This is an optimization exercise on Yosys and OpenROAD, whose aim is small area, a short achievable clock period and few clock cycles, not a production implementation.
The RTL was checked by simulation tests, not by an equivalence proof against the original design.

==> run F <==
==> flow/design.v (excerpt) <==
module ip_mod_conv
#(
  parameter int DATAWIDTH = 32,
  parameter int SIZE_X    = 32,
  parameter int SIZE_Y    = 32,
  parameter int SIZE_Z    = 64,
  parameter logic [31:0] IP_ID_VAL = 32'h1000500C
) (
  input  logic                 clk,
  input  logic                 rst_a,
  input  logic                 en_s,
  input  logic [DATAWIDTH-1:0] data_in,
  output logic [DATAWIDTH-1:0] data_out,
  input  logic                 write,
  input  logic                 read,
  input  logic                 start,
  input  logic [4:0]           conf_dbus,
  output logic                 int_req
);
==> flow/config.mk <==
export PLATFORM = sky130hd
export DESIGN_NAME = ip_mod_conv
export DESIGN_NICKNAME = ip_mod_conv
export VERILOG_FILES = /design/flow/design.v
export SDC_FILE = /design/flow/constraint.sdc
export NUM_CORES = 4
export LEC_CHECK = 0
export CAP_MARGIN = 20
export CORE_MARGIN = 2
export CORE_UTILIZATION = 45
export PLACE_DENSITY = 0.6
export SETUP_SLACK_MARGIN = 5
export SLEW_MARGIN = 20
==> flow/constraint.sdc <==
create_clock -name core_clock -period 10.0 [get_ports {clk}]
set_input_delay 2.0000 -clock core_clock [delete_from_list [all_inputs] [get_ports {clk}]]
set_output_delay 2.0000 -clock core_clock [all_outputs]
set_load 0.01 [all_outputs]
standard.sh (not shown) runs the stock make flow with config.mk's settings and CLKGATE_MAP_FILE= SYNTH_SCRIPT=/design/flow/synth_recipe.tcl, a recipe that flattens the netlist after the stock synthesis.
==> flow/flow/run.sh <==
#!/bin/bash
# Standard layout (the standard.sh: standard synthesis, floorplan, place,
# CTS, route, finish), with the timing repair after CTS and global routing
# aiming at a setup slack of SETUP_SLACK_MARGIN ns at the design's clock.
set -euo pipefail
bash standard.sh SETUP_SLACK_MARGIN=6 finish > flow_make.log 2>&1
==> run K: changes against run F <==
--- a/flow/design.v
+++ b/flow/design.v
@@ -8,23 +8,30 @@
   input  logic [31:0]      sample_in,  
   input  logic             first,      
   input  logic [31:0]      zold,       
   output logic [31:0]      z_wdata     
 );
   logic [15:0] one_q, two_q, neg_q;
+  logic [15:0] one_n, two_n, neg_n;
   logic [31:0] tap_q [NT];
   always_ff @(posedge clk) begin
     if (en) begin
       for (int r = 0; r < 16; r++) begin
-        logic b2, b1, b0;
+        logic b2, b1, b0, d1, d2, dn;
         b2 = sample_in[2*r+1];
         b1 = sample_in[2*r];
         b0 = (r == 0) ? 1'b0 : sample_in[2*r-1];
-        one_q[r] <= b1 ^ b0;
-        two_q[r] <= (b2 & ~b1 & ~b0) | (~b2 & b1 & b0);
-        neg_q[r] <= b2 & ~(b1 & b0);
+        d1 = b1 ^ b0;
+        d2 = (b2 & ~b1 & ~b0) | (~b2 & b1 & b0);
+        dn = b2 & ~(b1 & b0);
+        one_q[r] <= d1;
+        two_q[r] <= d2;
+        neg_q[r] <= dn;
+        one_n[r] <= ~d1;
+        two_n[r] <= ~d2;
+        neg_n[r] <= ~dn;
       end
       for (int i = 0; i < NT; i++) tap_q[i] <= taps_in[i*32 +: 32];
     end
   end
   logic [31:0] g0_s [NT];
   logic [31:0] g0_c [NT];
@@ -45,27 +52,31 @@
     end else begin : g_mid
       assign s0_in = first ? '0 : g0_s[i+1];
       assign c0_in = first ? '0 : g0_c[i+1];
       assign s1_in = first ? '0 : g1_s[i+1];
       assign c1_in = first ? '0 : g1_c[i+1];
     end
+    logic [15:0] one_i, two_i, neg_i;
+    assign one_i = (i < NT / 2) ? one_q : ~one_n;
+    assign two_i = (i < NT / 2) ? two_q : ~two_n;
+    assign neg_i = (i < NT / 2) ? neg_q : ~neg_n;
     mac_g0 u_g0 (
       .h   (tap_q[i][31:0]),
-      .one (one_q[7:0]),
-      .two (two_q[7:0]),
-      .neg (neg_q[7:0]),
+      .one (one_i[7:0]),
+      .two (two_i[7:0]),
+      .neg (neg_i[7:0]),
       .cs  (s0_in),
       .cc  (c0_in),
       .os  (g0_sd[i]),
       .oc  (g0_cd[i])
     );
     mac_g1 u_g1 (
       .h   (tap_q[i][15:0]),
-      .one (one_q[15:8]),
-      .two (two_q[15:8]),
-      .neg (neg_q[15:8]),
+      .one (one_i[15:8]),
+      .two (two_i[15:8]),
+      .neg (neg_i[15:8]),
       .cs  (s1_in),
       .cc  (c1_in),
       .os  (g1_sd[i]),
       .oc  (g1_cd[i])
     );
   end
@@ -76,29 +87,35 @@
         g0_c[i] <= g0_cd[i];
         g1_s[i] <= g1_sd[i];
         g1_c[i] <= g1_cd[i];
       end
     end
   end
-  logic [31:0] zr_a, zr_b, zq_a, zq_b;
+  logic [31:0] zr_a, zr_b;
+  logic [16:0] lo_sum;
+  logic [15:0] zq_lo, zq_ah, zq_bh;
+  logic        zq_c;
   zsum u_zsum (
     .s0  (g0_s[0]),
     .c0  (g0_c[0]),
     .s1  (g1_s[0]),
     .c1  (g1_c[0]),
     .za  (zold),
     .ra  (zr_a),
     .rb  (zr_b)
   );
+  assign lo_sum = {1'b0, zr_a[15:0]} + {1'b0, zr_b[15:0]};
   always_ff @(posedge clk) begin
     if (en) begin
-      zq_a <= zr_a;
-      zq_b <= zr_b;
+      zq_lo <= lo_sum[15:0];
+      zq_c  <= lo_sum[16];
+      zq_ah <= zr_a[31:16];
+      zq_bh <= zr_b[31:16];
     end
   end
-  assign z_wdata = zq_a + zq_b;
+  assign z_wdata = {zq_ah + zq_bh + {15'd0, zq_c}, zq_lo};
 endmodule
 module mac_g0 (
   input  logic [31:0] h,
   input  logic [7:0]  one,
   input  logic [7:0]  two,
   input  logic [7:0]  neg,
@@ -1284,13 +1301,15 @@
     off   = shape ? 5'd0 : ny[5:1];
   end
   logic       issuing;
   logic       pend;                
   logic [5:0] pass_reg;            
   logic [6:0] j_reg;
-  logic       conf_wr_d;           
+  logic       cw1, cw2;            
+  logic       fresh;               
+  assign fresh = !cw1 && !cw2;
   logic [5:0] bn;                  
   logic [6:0]    pa_t, pa_jlo, pa_a;
   logic [7:0]    pa_b;             
   logic          pa_last, pa_b0;
   logic [5:0]    pa_zb;            
   logic [NT-1:0] pa_tv;
@@ -1308,55 +1327,67 @@
       pa_last <= (rem <= 7'(NT));
       pa_b0   <= (bn == 6'd0);
       pa_zb   <= bn - {1'b0, off};
       for (int i = 0; i < NT; i++) pa_tv[i] <= (7'(i) < rem);
     end
   end
-  logic [6:0] pb_jhi, pb_js, pb_je;
-  always_comb begin
-    logic signed [7:0] e;
-    pb_jhi = (shape || $signed({1'b0, pa_a}) <= $signed(pa_b)) ? pa_a : pa_b[6:0];
-    e      = $signed({1'b0, pa_jlo}) - $signed({1'b0, pa_t}) + 8'sd1;
-    pb_js  = (e < 0) ? 7'd0 : e[6:0];
-    pb_je  = (!pa_last && (pb_js + 7'(PAD) > pb_jhi)) ? pb_js + 7'(PAD) : pb_jhi;
+  logic [6:0]    pb_jhi, pb_js, pb_jlo, pb_je;
+  logic          pb_last, pb_b0;
+  logic [5:0]    pb_zb;
+  logic [NT-1:0] pb_tv;
+  always_ff @(posedge clk) begin
+    if (en_s) begin
+      logic signed [7:0] e;
+      e       = $signed({1'b0, pa_jlo}) - $signed({1'b0, pa_t}) + 8'sd1;
+      pb_jhi  <= (shape || $signed({1'b0, pa_a}) <= $signed(pa_b)) ? pa_a : pa_b[6:0];
+      pb_js   <= (e < 0) ? 7'd0 : e[6:0];
+      pb_jlo  <= pa_jlo;
+      pb_last <= pa_last;
+      pb_b0   <= pa_b0;
+      pb_zb   <= pa_zb;
+      pb_tv   <= pa_tv;
+    end
   end
+  assign pb_je = (!pb_last && (pb_js + 7'(PAD) > pb_jhi)) ? pb_js + 7'(PAD) : pb_jhi;
   logic [6:0]    cp_jlo, cp_jhi, cp_je;
   logic          cp_last, cp_b0, cp_first;
   logic [5:0]    cp_zb;
   logic [NT-1:0] cp_tv;
   logic start_go, load_pass, last_j;
   assign start_go  = start && !busy_reg;
   assign last_j    = (j_reg == cp_je);
-  assign load_pass = (start_go && !conf_wr_d) || pend || (issuing && last_j && !cp_last);
+  assign load_pass = ((start_go || pend) && fresh) || (issuing && last_j && !cp_last);
   always_ff @(posedge clk or negedge rst_a) begin
     if (!rst_a) begin
       issuing   <= 1'b0;
       pend      <= 1'b0;
       pass_reg  <= '0;
       j_reg     <= '0;
-      conf_wr_d <= 1'b0;
+      cw1       <= 1'b0;
+      cw2       <= 1'b0;
       cp_jlo    <= '0;
       cp_jhi    <= '0;
       cp_je     <= '0;
       cp_last   <= 1'b0;
       cp_b0     <= 1'b0;
       cp_first  <= 1'b0;
       cp_zb     <= '0;
       cp_tv     <= '0;
       bn        <= '0;
     end else if (en_s) begin
-      conf_wr_d <= wr_conf;
-      pend      <= start_go && conf_wr_d;
+      cw1       <= wr_conf;
+      cw2       <= cw1;
+      pend      <= (start_go || pend) && !fresh;
       if (load_pass) begin
-        cp_jlo   <= pa_jlo;
+        cp_jlo   <= pb_jlo;
         cp_jhi   <= pb_jhi;
         cp_je    <= pb_je;
-        cp_last  <= pa_last;
-        cp_b0    <= pa_b0;
-        cp_zb    <= pa_zb;
-        cp_tv    <= pa_tv;
+        cp_last  <= pb_last;
+        cp_b0    <= pb_b0;
+        cp_zb    <= pb_zb;
+        cp_tv    <= pb_tv;
         cp_first <= 1'b1;
         j_reg    <= pb_js;
         pass_reg <= bn;
         bn       <= bn + 6'(NT);
         issuing  <= 1'b1;
       end else if (issuing) begin
@@ -1378,21 +1409,24 @@
     iss_sv    = ({1'b0, j_reg} < {2'b0, ny});
     iss_zaddr = j_reg[5:0] + cp_zb;
   end
   logic [4:0]  y_addr;
   logic [31:0] y_rd;
   logic [5:0]  z_addr;
+  logic [5:0]  z_addr_n;          
+  logic        zok_r, zfw_r;      
   logic [4-LNT:0] x_grp;
   logic [31:0] x_rd;
   logic [31:0] z_rd;
   logic [5:0]  s1_zaddr;
   logic [6:0] j_nx;
   logic [4:0] ptr_x_nx, ptr_y_nx;
   logic [5:0] pass_nx;
   logic [5:0] ptr_z_nx;
   logic       busy_nx;
+  logic [5:0] zlen_nx;
   always_comb begin
     j_nx = j_reg;
     if (load_pass)    j_nx = pb_js;
     else if (issuing) j_nx = j_reg + 7'd1;
     pass_nx = load_pass ? bn : pass_reg;
     ptr_x_nx = ptr_x_reg;
@@ -1402,50 +1436,58 @@
     if (write && conf_dbus == CFG_Y_PTR) ptr_y_nx = data_in[4:0];
     else if (wr_y || rd_y)               ptr_y_nx = ptr_y_reg + 5'd1;
     ptr_z_nx = ptr_z_reg;
     if (write && conf_dbus == CFG_Z_PTR) ptr_z_nx = data_in[5:0];
     else if (rd_z)                       ptr_z_nx = ptr_z_reg + 6'd1;
     busy_nx = start_go || (busy_reg && !done_set);
+    zlen_nx = start_go ? (shape ? 6'(nx + ny - 6'd1) : nx) : zlen_reg;
   end
   always_ff @(posedge clk or negedge rst_a) begin
     if (!rst_a) begin
-      y_addr <= '0;
-      z_addr <= '0;
-      x_grp  <= '0;
+      y_addr   <= '0;
+      z_addr   <= '0;
+      z_addr_n <= '1;
+      x_grp    <= '0;
+      zok_r    <= 1'b0;
+      zfw_r    <= 1'b0;
     end else if (en_s) begin
-      x_grp  <= busy_nx ? pass_nx[4:LNT] : ptr_x_nx[4:LNT];
-      y_addr <= busy_nx ? j_nx[4:0] : ptr_y_nx;
-      z_addr <= busy_nx ? iss_zaddr : ptr_z_nx;
+      x_grp    <= busy_nx ? pass_nx[4:LNT] : ptr_x_nx[4:LNT];
+      y_addr   <= busy_nx ? j_nx[4:0] : ptr_y_nx;
+      z_addr   <= busy_nx ? iss_zaddr : ptr_z_nx;
+      z_addr_n <= ~(busy_nx ? iss_zaddr : ptr_z_nx);
+      zok_r    <= (ptr_z_nx < zlen_nx);
+      zfw_r    <= s2_out && (ptr_z_nx == s2_zaddr);
     end
   end
-  assign y_rd   = mem_y[y_addr];
-  assign z_rd   = (z_addr == 6'd63) ? 32'd0 : mem_z[z_addr];
-  logic        s1_first, s1_out, s1_init, s1_last;
+  assign y_rd          = mem_y[y_addr];
+  assign z_rd[15:0]    = mem_z[z_addr][15:0];
+  assign z_rd[31:16]   = mem_z[~z_addr_n][31:16];
+  logic        s1_first, s1_out, s1_zkill, s1_last;
   logic        s2_out, s2_last;
   logic [5:0]  s2_zaddr;
   logic        s3_out, s3_last;
   logic [5:0]  s3_zaddr;
   logic [31:0] zold_reg;
   always_ff @(posedge clk or negedge rst_a) begin
     if (!rst_a) begin
-      s1_first <= 1'b0; s1_out <= 1'b0; s1_init <= 1'b0; s1_last <= 1'b0;
+      s1_first <= 1'b0; s1_out <= 1'b0; s1_zkill <= 1'b0; s1_last <= 1'b0;
       s2_out <= 1'b0; s2_last <= 1'b0;
       s3_out <= 1'b0; s3_last <= 1'b0;
       s1_zaddr <= '0; s2_zaddr <= '0; s3_zaddr <= '0;
     end else if (en_s) begin
       s1_first <= cp_first;
       s1_out   <= iss_out;
-      s1_init  <= iss_init;
+      s1_zkill <= iss_init || (iss_zaddr == 6'd63);
       s1_last  <= iss_last;
       s1_zaddr <= iss_zaddr;
       s2_out <= s1_out; s2_last <= s1_last; s2_zaddr <= s1_zaddr;
       s3_out <= s2_out; s3_last <= s2_last; s3_zaddr <= s2_zaddr;
     end
   end
   always_ff @(posedge clk) begin
-    if (en_s) zold_reg <= s1_init ? 32'd0 : z_rd;
+    if (en_s) zold_reg <= s1_zkill ? 32'd0 : z_rd;
   end
   logic [NT*32-1:0] x_words;
   logic [NT*32-1:0] taps;
   always_comb begin
     for (int i = 0; i < NT; i++) begin
       x_words[i*32 +: 32] = mem_x[{x_grp, LNT'(i)}];
@@ -1530,14 +1572,13 @@
     end else if (en_s && read) begin
       case (conf_dbus)
         CFG_X_MEM:    data_out <= x_rd;
         CFG_X_PTR:    data_out <= {27'd0, ptr_x_reg};
         CFG_Y_MEM:    data_out <= y_rd;
         CFG_Y_PTR:    data_out <= {27'd0, ptr_y_reg};
-        CFG_Z_MEM:    data_out <= (ptr_z_reg >= zlen_reg) ? 32'd0 :
-                                  (s3_out && ptr_z_reg == s3_zaddr) ? z_wdata : z_rd;
+        CFG_Z_MEM:    data_out <= !zok_r ? 32'd0 : zfw_r ? z_wdata : z_rd;
         CFG_Z_PTR:    data_out <= {26'd0, ptr_z_reg};
         CFG_CONF_MEM: data_out <= {21'd0, conf_reg};
         CFG_STATUS:   data_out <= status_word;
         CFG_IP_ID:    data_out <= IP_ID_VAL;
         default:      data_out <= '0;
       endcase
==> flow/flow/run.sh (replaced) <==
#!/bin/bash
# Standard layout (the standard.sh: standard synthesis, floorplan, place,
# CTS, route, finish) with:
#  - timing repair after CTS and global routing aiming at a setup slack of
#    SETUP_SLACK_MARGIN ns at the design's clock, on the worst
#    TNS_END_PERCENT % of the endpoints,
#  - ports buffered with buf_4 instead of the default delay-cell buffer,
#  - up to 10 antenna repair passes after detailed routing.
set -euo pipefail
bash standard.sh \
  SETUP_SLACK_MARGIN=6.1 \
  TNS_END_PERCENT=20 \
  "BUFFER_PORTS_ARGS=-buffer_cell sky130_fd_sc_hd__buf_4" \
  MAX_REPAIR_ANTENNAS_ITER_DRT=10 \
  finish > flow_make.log 2>&1
==> run B: changes against run F <==
--- a/flow/design.v
+++ b/flow/design.v
@@ -8,23 +8,30 @@
   input  logic [31:0]      sample_in,  
   input  logic             first,      
   input  logic [31:0]      zold,       
   output logic [31:0]      z_wdata     
 );
   logic [15:0] one_q, two_q, neg_q;
+  logic [15:0] one_n, two_n, neg_n;
   logic [31:0] tap_q [NT];
   always_ff @(posedge clk) begin
     if (en) begin
       for (int r = 0; r < 16; r++) begin
-        logic b2, b1, b0;
+        logic b2, b1, b0, d1, d2, dn;
         b2 = sample_in[2*r+1];
         b1 = sample_in[2*r];
         b0 = (r == 0) ? 1'b0 : sample_in[2*r-1];
-        one_q[r] <= b1 ^ b0;
-        two_q[r] <= (b2 & ~b1 & ~b0) | (~b2 & b1 & b0);
-        neg_q[r] <= b2 & ~(b1 & b0);
+        d1 = b1 ^ b0;
+        d2 = (b2 & ~b1 & ~b0) | (~b2 & b1 & b0);
+        dn = b2 & ~(b1 & b0);
+        one_q[r] <= d1;
+        two_q[r] <= d2;
+        neg_q[r] <= dn;
+        one_n[r] <= ~d1;
+        two_n[r] <= ~d2;
+        neg_n[r] <= ~dn;
       end
       for (int i = 0; i < NT; i++) tap_q[i] <= taps_in[i*32 +: 32];
     end
   end
   logic [31:0] g0_s [NT];
   logic [31:0] g0_c [NT];
@@ -45,27 +52,31 @@
     end else begin : g_mid
       assign s0_in = first ? '0 : g0_s[i+1];
       assign c0_in = first ? '0 : g0_c[i+1];
       assign s1_in = first ? '0 : g1_s[i+1];
       assign c1_in = first ? '0 : g1_c[i+1];
     end
+    logic [15:0] one_i, two_i, neg_i;
+    assign one_i = (i < NT / 2) ? one_q : ~one_n;
+    assign two_i = (i < NT / 2) ? two_q : ~two_n;
+    assign neg_i = (i < NT / 2) ? neg_q : ~neg_n;
     mac_g0 u_g0 (
       .h   (tap_q[i][31:0]),
-      .one (one_q[7:0]),
-      .two (two_q[7:0]),
-      .neg (neg_q[7:0]),
+      .one (one_i[7:0]),
+      .two (two_i[7:0]),
+      .neg (neg_i[7:0]),
       .cs  (s0_in),
       .cc  (c0_in),
       .os  (g0_sd[i]),
       .oc  (g0_cd[i])
     );
     mac_g1 u_g1 (
       .h   (tap_q[i][15:0]),
-      .one (one_q[15:8]),
-      .two (two_q[15:8]),
-      .neg (neg_q[15:8]),
+      .one (one_i[15:8]),
+      .two (two_i[15:8]),
+      .neg (neg_i[15:8]),
       .cs  (s1_in),
       .cc  (c1_in),
       .os  (g1_sd[i]),
       .oc  (g1_cd[i])
     );
   end
@@ -1284,13 +1295,15 @@
     off   = shape ? 5'd0 : ny[5:1];
   end
   logic       issuing;
   logic       pend;                
   logic [5:0] pass_reg;            
   logic [6:0] j_reg;
-  logic       conf_wr_d;           
+  logic       cw1, cw2;            
+  logic       fresh;               
+  assign fresh = !cw1 && !cw2;
   logic [5:0] bn;                  
   logic [6:0]    pa_t, pa_jlo, pa_a;
   logic [7:0]    pa_b;             
   logic          pa_last, pa_b0;
   logic [5:0]    pa_zb;            
   logic [NT-1:0] pa_tv;
@@ -1308,55 +1321,67 @@
       pa_last <= (rem <= 7'(NT));
       pa_b0   <= (bn == 6'd0);
       pa_zb   <= bn - {1'b0, off};
       for (int i = 0; i < NT; i++) pa_tv[i] <= (7'(i) < rem);
     end
   end
-  logic [6:0] pb_jhi, pb_js, pb_je;
-  always_comb begin
-    logic signed [7:0] e;
-    pb_jhi = (shape || $signed({1'b0, pa_a}) <= $signed(pa_b)) ? pa_a : pa_b[6:0];
-    e      = $signed({1'b0, pa_jlo}) - $signed({1'b0, pa_t}) + 8'sd1;
-    pb_js  = (e < 0) ? 7'd0 : e[6:0];
-    pb_je  = (!pa_last && (pb_js + 7'(PAD) > pb_jhi)) ? pb_js + 7'(PAD) : pb_jhi;
+  logic [6:0]    pb_jhi, pb_js, pb_jlo, pb_je;
+  logic          pb_last, pb_b0;
+  logic [5:0]    pb_zb;
+  logic [NT-1:0] pb_tv;
+  always_ff @(posedge clk) begin
+    if (en_s) begin
+      logic signed [7:0] e;
+      e       = $signed({1'b0, pa_jlo}) - $signed({1'b0, pa_t}) + 8'sd1;
+      pb_jhi  <= (shape || $signed({1'b0, pa_a}) <= $signed(pa_b)) ? pa_a : pa_b[6:0];
+      pb_js   <= (e < 0) ? 7'd0 : e[6:0];
+      pb_jlo  <= pa_jlo;
+      pb_last <= pa_last;
+      pb_b0   <= pa_b0;
+      pb_zb   <= pa_zb;
+      pb_tv   <= pa_tv;
+    end
   end
+  assign pb_je = (!pb_last && (pb_js + 7'(PAD) > pb_jhi)) ? pb_js + 7'(PAD) : pb_jhi;
   logic [6:0]    cp_jlo, cp_jhi, cp_je;
   logic          cp_last, cp_b0, cp_first;
   logic [5:0]    cp_zb;
   logic [NT-1:0] cp_tv;
   logic start_go, load_pass, last_j;
   assign start_go  = start && !busy_reg;
   assign last_j    = (j_reg == cp_je);
-  assign load_pass = (start_go && !conf_wr_d) || pend || (issuing && last_j && !cp_last);
+  assign load_pass = ((start_go || pend) && fresh) || (issuing && last_j && !cp_last);
   always_ff @(posedge clk or negedge rst_a) begin
     if (!rst_a) begin
       issuing   <= 1'b0;
       pend      <= 1'b0;
       pass_reg  <= '0;
       j_reg     <= '0;
-      conf_wr_d <= 1'b0;
+      cw1       <= 1'b0;
+      cw2       <= 1'b0;
       cp_jlo    <= '0;
       cp_jhi    <= '0;
       cp_je     <= '0;
       cp_last   <= 1'b0;
       cp_b0     <= 1'b0;
       cp_first  <= 1'b0;
       cp_zb     <= '0;
       cp_tv     <= '0;
       bn        <= '0;
     end else if (en_s) begin
-      conf_wr_d <= wr_conf;
-      pend      <= start_go && conf_wr_d;
+      cw1       <= wr_conf;
+      cw2       <= cw1;
+      pend      <= (start_go || pend) && !fresh;
       if (load_pass) begin
-        cp_jlo   <= pa_jlo;
+        cp_jlo   <= pb_jlo;
         cp_jhi   <= pb_jhi;
         cp_je    <= pb_je;
-        cp_last  <= pa_last;
-        cp_b0    <= pa_b0;
-        cp_zb    <= pa_zb;
-        cp_tv    <= pa_tv;
+        cp_last  <= pb_last;
+        cp_b0    <= pb_b0;
+        cp_zb    <= pb_zb;
+        cp_tv    <= pb_tv;
         cp_first <= 1'b1;
         j_reg    <= pb_js;
         pass_reg <= bn;
         bn       <= bn + 6'(NT);
         issuing  <= 1'b1;
       end else if (issuing) begin
==> flow/flow/run.sh (replaced) <==
#!/bin/bash
# Standard layout (the standard.sh: standard synthesis, floorplan, place,
# CTS, route, finish) with:
#  - timing repair after CTS and global routing aiming at a setup slack of
#    SETUP_SLACK_MARGIN ns at the design's clock,
#  - ports buffered with buf_4 instead of the default delay-cell buffer,
#  - clock sinks clustered by up to 30 per leaf buffer.
set -euo pipefail
bash standard.sh \
  SETUP_SLACK_MARGIN=6.3 \
  "BUFFER_PORTS_ARGS=-buffer_cell sky130_fd_sc_hd__buf_4" \
  CTS_CLUSTER_SIZE=30 \
  finish > flow_make.log 2>&1
==> summary.txt <==
- Status: finished clean
- Setup ws final: 5.68 ns
- Initial antenna violation count: 69
- Crit-path leading delay family: compound AO/OA/AOI/OAI gates
- Final slew viol count: 0
- Worst-path fanout max: 5
- Crit-path cells: inv_2 > ha_4 > inv_2 > ha_4 > inv_2 > fa_2 > nor2b_1 > o21a_1 > o21a_1 > o311ai_4 > buf_6 > and2_4 > ha_4 > o21ai_2 > xnor2_1 > nand2b_4 > inv_4 > ha_4 > nand3_2 > o21bai_4 > a211oi_2 > buf_4 > mux2_4 > o21ai_2
- Area taken by multi-input logic gates: 0.135 mm2
- WHS Endpoint: u_core.zq_a[0]$_DFFE_PP_
- R2R cell count: 24
- Number of flops mapped to enable cells by yosys: 5271
Source of the figures above: run F

==> summary.txt <==
- Status: failed layout checks
- Layout Check Failures: capacitance limit, slew limit
- Setup ws final: 5.74 ns
- Crit-path cells: buf_16 > inv_1 > buf_4 > nor2_1 > nand2_1 > nor2_4 > buf_4
- R2R cell count: 14
- Max-cap violation count: 1
- Area taken by multi-input logic gates: 0.129 mm2
- Final slew viol count: 4
- Number of flops mapped to enable cells by yosys: 5341
- Worst-path fanout max: 25
- Initial antenna violation count: 68
Source of the figures above: run K

==> summary.txt <==
- Status: finished clean
- Number of flops mapped to enable cells by yosys: 5356
- Crit-path leading delay family: adder cells
- R2R cell count: 15
- Setup ws final: 5.91 ns
- Area taken by multi-input logic gates: 0.136 mm2
- Initial antenna violation count: 63
- Initial drt markers: 27.7k
- Final slew viol count: 0
- Worst-path fanout max: 6
- WHS Endpoint: pb_tv[2]$_DFFE_PP_
- Clock-cell share: 0.0536
Source of the figures above: run B

Testbench counts of run F, summed over its fixed seeds: cycles 10,722.
Testbench counts of run K, summed over its fixed seeds: cycles 10,818.
Testbench counts of run B, summed over its fixed seeds: cycles 10,818.

-- static timing again, ports no longer ideal --
In the flow no input, the clock included, has a driving cell. The finished layouts below were timed again as built, in two steps. Step 1 sets driving cells, clkbuf_16 on the clock port and buf_2 on the other inputs (assumed; they add their load-dependent delay and slew). Step 2 times the ports against the registers' clock, not the clock port: input delays grow and output delays shrink by t, the midpoint of the rising clock arrivals with the driver on. Slacks: ideal ports / drivers / drivers and shift; pairs: ideal ports / drivers.
run	t, ns	setup slack, ns	worst setup path at the end	clock arrival spread, ns	worst data-port slew with drivers (ns)
run F	1.244	5.679 / 5.679 / 4.631	input to register	0.095 / 0.095	0.28
run K	1.253	5.740 / 5.788 / 4.535	input to register	0.078 / 0.078	0.26
run B	1.199	5.912 / 5.912 / 5.005	input to register	0.140 / 0.140	0.20
The setup slack of run K, which loses most, moves by +0.048 ns with the drivers and by -1.205 ns with both steps.
